Source: an optimization exercise on an open RTL-to-GDS flow (aim: small area and a short achievable clock period). Production flows keep margins and buffers that such runs may drop.
Function was checked by simulation only, so behaviour that the tests miss may differ from the original.
The flow treats the clock pin as an ideal source, which a real chip does not have.
Power is estimated from default activity; no workload was simulated.

## build 20
==> flow/design.v <==
module fpu_8097_stack_ctl #(
    parameter int DEPTH = 8,
    parameter int WIDTH = 80,
    localparam int TOPW = $clog2(DEPTH)
) (
    input  logic             clk,
    input  logic             rst,
    input  logic             op_valid,
    output logic             op_ready,
    input  logic [2:0]       op_code,
    input  logic [TOPW-1:0]  op_idx,
    input  logic [WIDTH-1:0] op_wdata,
    output logic             rsp_valid,
    input  logic             rsp_ready,
    output logic [WIDTH-1:0] rsp_data,
    output logic [7:0]       rsp_fault,
    input  logic             sw_clr,
    output logic [15:0]      sw,
    output logic [TOPW-1:0]  top,
    output logic [DEPTH-1:0] tag
);
    logic [DEPTH-1:0][WIDTH-1:0] mem;      
    logic [DEPTH-1:0][TOPW-1:0]  rel;      
    logic [DEPTH-1:0]            rtag;     
    logic [DEPTH-1:0]            sel;      
    logic                        f_any, f_ovf, f_ill;
    logic                        ie, c1;
    logic             acc, is_push, is_pop, is_read, is_wr, is_xch, is_free;
    logic             t0, t7, t_i, ovf, unf, ok_push, ok_pop, ok_xch, rd_ok;
    logic [TOPW-1:0]  ridx;
    logic [DEPTH-1:0] didx, rtag_n, nsel, wen, hit_i, hit_0, hit_7, rsel, pdec, tag_n;
    logic [WIDTH-1:0] rd;
    assign op_ready = !rsp_valid || rsp_ready;
    assign acc      = op_valid && op_ready;
    assign is_push = op_code == 3'd1;
    assign is_pop  = op_code == 3'd2;
    assign is_read = op_code == 3'd3;
    assign is_wr   = op_code == 3'd4;
    assign is_xch  = op_code == 3'd5;
    assign is_free = op_code == 3'd6;
    assign t0  = rtag[0];
    assign t7  = rtag[DEPTH-1];
    fpu_8097_stack_dec u_dec (.a(op_idx), .y(didx));
    assign t_i = |(didx & rtag);
    assign ok_push = is_push && !t7;
    assign ok_pop  = is_pop && t0;
    assign ok_xch  = is_xch && t0 && t_i;
    assign ovf     = is_push && t7;
    assign unf     = (is_pop && !t0) || (is_read && !t_i) || (is_xch && !(t0 && t_i));
    assign rd_ok   = ok_pop || ok_xch || (is_read && t_i);
    always_comb
        for (int s = 0; s < DEPTH; s++) begin
            hit_i[s] = rel[s] == op_idx;
            hit_0[s] = rel[s] == '0;
            hit_7[s] = rel[s] == TOPW'(DEPTH - 1);
        end
    assign wen = {DEPTH{acc}} & (({DEPTH{ok_push}} & hit_7) | ({DEPTH{is_wr}} & hit_i));
    always_ff @(posedge clk)
        for (int s = 0; s < DEPTH; s++)
            if (wen[s]) mem[s] <= op_wdata;
    assign rsel = is_read ? hit_i : hit_0;
    assign nsel = acc ? (rsel & {DEPTH{rd_ok}}) : sel;
    fpu_8097_stack_rdmux #(.DEPTH(DEPTH), .WIDTH(WIDTH)) u_rdmux (
        .mem(mem), .sel(nsel), .rd(rd)
    );
    always_comb
        for (int k = 0; k < DEPTH; k++)
            pdec[k] = TOPW'(TOPW'(k) - top) == op_idx;
    always_comb begin
        tag_n = tag;
        if (ok_push) tag_n[TOPW'(top - 1'b1)] = 1'b1;
        if (ok_pop)  tag_n[top] = 1'b0;
        if (is_wr)   tag_n = tag_n | pdec;
        if (is_free) tag_n = tag_n & ~pdec;
    end
    always_comb begin
        rtag_n = rtag;
        if (ok_push) rtag_n = {rtag[DEPTH-2:0], 1'b1};
        if (ok_pop)  rtag_n = {1'b0, rtag[DEPTH-1:1]};
        if (is_wr)   rtag_n = rtag_n | didx;
        if (is_free) rtag_n = rtag_n & ~didx;
    end
    assign rsp_fault = {3'b000, f_any, 2'b00, f_ill, f_ovf};
    assign sw        = {2'b00, top, 1'b0, c1, 1'b0, ie, ie, 5'b00000, ie};
    always_ff @(posedge clk or posedge rst) begin
        if (rst) begin
            top       <= '0;
            tag       <= '0;
            rtag      <= '0;
            sel       <= '0;
            for (int s = 0; s < DEPTH; s++) rel[s] <= TOPW'(s);
            rsp_data  <= '0;
            f_any     <= 1'b0;
            f_ovf     <= 1'b0;
            f_ill     <= 1'b0;
            ie        <= 1'b0;
            c1        <= 1'b0;
            rsp_valid <= 1'b0;
        end else begin
            if (acc) begin
                if (ok_push) top <= top - 1'b1;
                else if (ok_pop) top <= top + 1'b1;
                tag  <= tag_n;
                rtag <= rtag_n;
                for (int s = 0; s < DEPTH; s++) begin
                    if (ok_push) rel[s] <= rel[s] + 1'b1;
                    else if (ok_pop) rel[s] <= rel[s] - 1'b1;
                    else if (ok_xch && hit_0[s]) rel[s] <= op_idx;
                    else if (ok_xch && hit_i[s]) rel[s] <= '0;
                end
                f_any    <= unf || ovf || op_code == 3'd7;
                f_ovf    <= ovf;
                f_ill    <= op_code == 3'd7;
            end
            sel       <= nsel;
            rsp_data  <= rd;
            rsp_valid <= acc || (rsp_valid && !rsp_ready);
            ie <= (acc && (ovf || unf)) || (ie && !sw_clr);
            c1 <= (acc && (ovf || unf)) ? ovf : (c1 && !sw_clr);
        end
    end
endmodule
module fpu_8097_stack_rdmux #(
    parameter int DEPTH = 8,
    parameter int WIDTH = 80
) (
    input  logic [DEPTH-1:0][WIDTH-1:0] mem,
    input  logic [DEPTH-1:0]            sel,
    output logic [WIDTH-1:0]            rd
);
    always_comb begin
        rd = '0;
        for (int s = 0; s < DEPTH; s++)
            rd = rd | (mem[s] & {WIDTH{sel[s]}});
    end
endmodule
module fpu_8097_stack_dec (
    input  logic [2:0] a,
    output logic [7:0] y
);
    always_comb
        for (int k = 0; k < 8; k++)
            y[k] = a == 3'(k);
endmodule
==> flow/config.mk <==
export PLATFORM = sky130hd
export DESIGN_NAME = fpu_8097_stack_ctl
export DESIGN_NICKNAME = fpu_8097_stack_ctl
export VERILOG_FILES = /design/flow/design.v
export SDC_FILE = /design/flow/constraint.sdc
export NUM_CORES = 4
export LEC_CHECK = 0
export CAP_MARGIN = 20
export CORE_MARGIN = 2
export CORE_UTILIZATION = 60
export SETUP_SLACK_MARGIN = 2.8
export SLEW_MARGIN = 20
export SYNTH_HIERARCHICAL = 1
export TNS_END_PERCENT = 10
==> flow/constraint.sdc <==
create_clock -name core_clock -period 5.0 [get_ports {clk}]
set_input_delay 1.0000 -clock core_clock [delete_from_list [all_inputs] [get_ports {clk}]]
set_output_delay 1.0000 -clock core_clock [all_outputs]
set_load 0.01 [all_outputs]
standard.sh (not shown) runs the stock make flow with config.mk's settings and CLKGATE_MAP_FILE= SYNTH_SCRIPT=/design/flow/synth_recipe.tcl, a recipe that flattens the netlist after the stock synthesis.
==> flow/flow/run.sh <==
#!/bin/bash
# Standard ORFS layout with these changes: ports buffered with plain buffers
# instead of delay cells, the buffers of timing-critical inputs sized for their
# load before CTS (flow/size_ports.tcl), the resizer allowed to change a cell's
# footprint, and a clock tree of smaller buffers without dummy loads.
set -euo pipefail
here=$(pwd)
bash standard.sh BUFFER_PORTS_ARGS="-buffer_cell sky130_fd_sc_hd__buf_2" MATCH_CELL_FOOTPRINT=0 \
  PRE_CTS_TCL="$here/flow/size_ports.tcl" \
  CTS_ARGS="-sink_clustering_enable -repair_clock_nets -buf_list sky130_fd_sc_hd__clkbuf_4 -sink_clustering_size 9 -sink_clustering_max_diameter 45 -dont_use_dummy_load" \
  finish > standard_flow.log 2>&1
==> flow/flow/size_ports.tcl <==
# Size the buffers of timing-critical input ports for the load they drive:
# repair_timing leaves the buffers that buffer_ports inserted at their first size.
estimate_parasitics -placement
foreach inst [get_cells input*] {
  set out [get_pins -of_objects $inst -filter "direction==output"]
  if {[get_property $out slack_max] > 2.5} { continue }
  set fo [llength [get_pins -of_objects [get_nets -of_objects $out] -filter "direction==input"]]
  if {$fo >= 12} {
    set cell sky130_fd_sc_hd__buf_8
  } elseif {$fo >= 6} {
    set cell sky130_fd_sc_hd__buf_6
  } elseif {$fo >= 3} {
    set cell sky130_fd_sc_hd__buf_4
  } else {
    continue
  }
  puts "size_ports: [get_full_name $inst] fanout $fo slack [get_property $out slack_max] -> $cell"
  replace_cell $inst [get_lib_cells $cell]
}
Build 20 did not stop at any stage, and its layout met the timing, DRC and antenna checks.
Modified inputs, build 89 compared to build 20
- TNS_END_PERCENT now 5, was 10
- SETUP_SLACK_MARGIN now 2.5, was 2.8
Results
Build 89: non-clock buffer count lower than build 20. Summary — total power, build 89 relative to build 20: lower, by 3.2%. Per the comparison of build 89 with build 20, aggregate routed wire length down 7.8%; area taken by multi-input logic gates lower; total clock buffers created by CTS climbed 2; count of multi-input combinational gates flat.
What build 90 does differently from build 89 at the input level:
- SETUP_SLACK_MARGIN now 2.7, was 2.5
- CORE_UTILIZATION now 65, was 60
- TNS_END_PERCENT now 10, was 5
diff --git a/flow/flow/size_ports.tcl b/flow/flow/size_ports.tcl
--- a/flow/flow/size_ports.tcl
+++ b/flow/flow/size_ports.tcl
@@ -18,2 +18,9 @@
   replace_cell $inst [get_lib_cells $cell]
 }
+# Split the high-fanout nets (the per-slot write enables and read selects, 80
+# loads each) into buffer trees before the clock tree and timing repair.
+set_max_fanout 20 [current_design]
+estimate_parasitics -placement
+repair_design -slew_margin $::env(SLEW_MARGIN) -cap_margin $::env(CAP_MARGIN)
+estimate_parasitics -placement
+detailed_placement
Findings:
Build 90 went all the way through the flow, and no timing, DRC or antenna check failed.
As of build 90, via count of the routed design had risen by a little under 10% compared to build 89.
Wire length on met2 of build 90 exceeds that of build 89 by more than 10%.
When build 90 is set beside build 89, its core footprint turns out to be about 7.5% smaller.
Going from build 89 to build 90, clock network fraction of design power fell 1.2 points, non-clock buffer contribution to total cell area rose 7.0 points.
Looking at post-route clock period utilization, build 90 sits 0.48 points higher than build 89 does.
The inputs of build 39 differ from those of build 90 as listed below.
==> flow/flow/run.sh <==
#!/bin/bash
# Standard ORFS layout with these changes: ports buffered with plain buffers (buf_1,
# outputs then buf_2)
# instead of delay cells, the buffers of timing-critical inputs sized for their
# load before CTS (flow/size_ports.tcl), the resizer allowed to change a cell's
# footprint, and a clock tree of smaller buffers without dummy loads.
set -euo pipefail
here=$(pwd)
bash standard.sh BUFFER_PORTS_ARGS="-buffer_cell sky130_fd_sc_hd__buf_1" MATCH_CELL_FOOTPRINT=0 \
  PRE_CTS_TCL="$here/flow/size_ports.tcl" \
  CTS_ARGS="-sink_clustering_enable -repair_clock_nets -buf_list sky130_fd_sc_hd__clkbuf_4 -sink_clustering_size 9 -sink_clustering_max_diameter 45 -dont_use_dummy_load" \
  finish > standard_flow.log 2>&1
==> flow/flow/size_ports.tcl <==
# Port buffers are inserted as buf_1. Size the buffers of timing-critical
# input ports for the load they drive (repair_timing leaves the buffers that
# buffer_ports inserted at their first size), and give every output port a buf_2.
estimate_parasitics -placement
foreach inst [get_cells input*] {
  set out [get_pins -of_objects $inst -filter "direction==output"]
  if {[get_property $out slack_max] > 2.5} { continue }
  set fo [llength [get_pins -of_objects [get_nets -of_objects $out] -filter "direction==input"]]
  if {$fo >= 12} {
    set cell sky130_fd_sc_hd__buf_8
  } elseif {$fo >= 6} {
    set cell sky130_fd_sc_hd__buf_6
  } elseif {$fo >= 3} {
    set cell sky130_fd_sc_hd__buf_4
  } else {
    set cell sky130_fd_sc_hd__buf_2
  }
  puts "size_ports: [get_full_name $inst] fanout $fo slack [get_property $out slack_max] -> $cell"
  replace_cell $inst [get_lib_cells $cell]
}
foreach inst [get_cells output*] {
  replace_cell $inst [get_lib_cells sky130_fd_sc_hd__buf_2]
}
==> comparison <==
Build 39 went all the way through the flow, and no timing, DRC or antenna check failed. In the reports for build 90 and build 39, the larger total wire length after detailed routing belongs to build 39. Comparing power per standard cell area for build 90 and build 39, the bigger number came from build 39. Per the comparison of build 39 with build 90, post-placement setup slack went down by 0.37 ns; post-layout instance area went down by about 3%. Combinational power share was higher in the run labelled build 90. Build 39 against build 90: worst slack on hold paths has increased; via count decreased 474. Number of inserted filler cells in the final layout: build 39 > build 90.

[port drivers added, routing unchanged]
In the flow no input, the clock included, has a driving cell. The finished layouts below were timed again as built, in two steps. Step 1 (the two cells are an assumption about what drives the block):
set clk [get_ports {clk}]
set_driving_cell -lib_cell sky130_fd_sc_hd__clkbuf_16 $clk
set_driving_cell -lib_cell sky130_fd_sc_hd__buf_2 [delete_from_list [all_inputs] $clk]
Step 2, shift: input delay + t, output delay - t, t = (earliest + latest rising clock arrival at the registers) / 2. This alone moves slack from input paths to output paths. a / b / c = ideal ports / drivers / drivers and shift; a / b = the first two.
run	t (ns)	setup slack, ns	hold WS [ns]	pins driven straight from the clock port
build 20	0.904	2.512 / 2.433 / 1.528	0.291 / 0.260 / 0.436	1
build 89	0.906	2.377 / 2.368 / 1.462	0.344 / 0.309 / 0.437	1
build 90	0.914	2.353 / 2.340 / 1.425	0.274 / 0.245 / 0.437	1
build 39	0.899	2.476 / 2.446 / 1.570	0.281 / 0.243 / 0.437	1
After both steps every run listed still meets setup and hold. The setup slack of build 20, which loses most, moves by -0.079 ns with the drivers and by -0.984 ns with both steps.
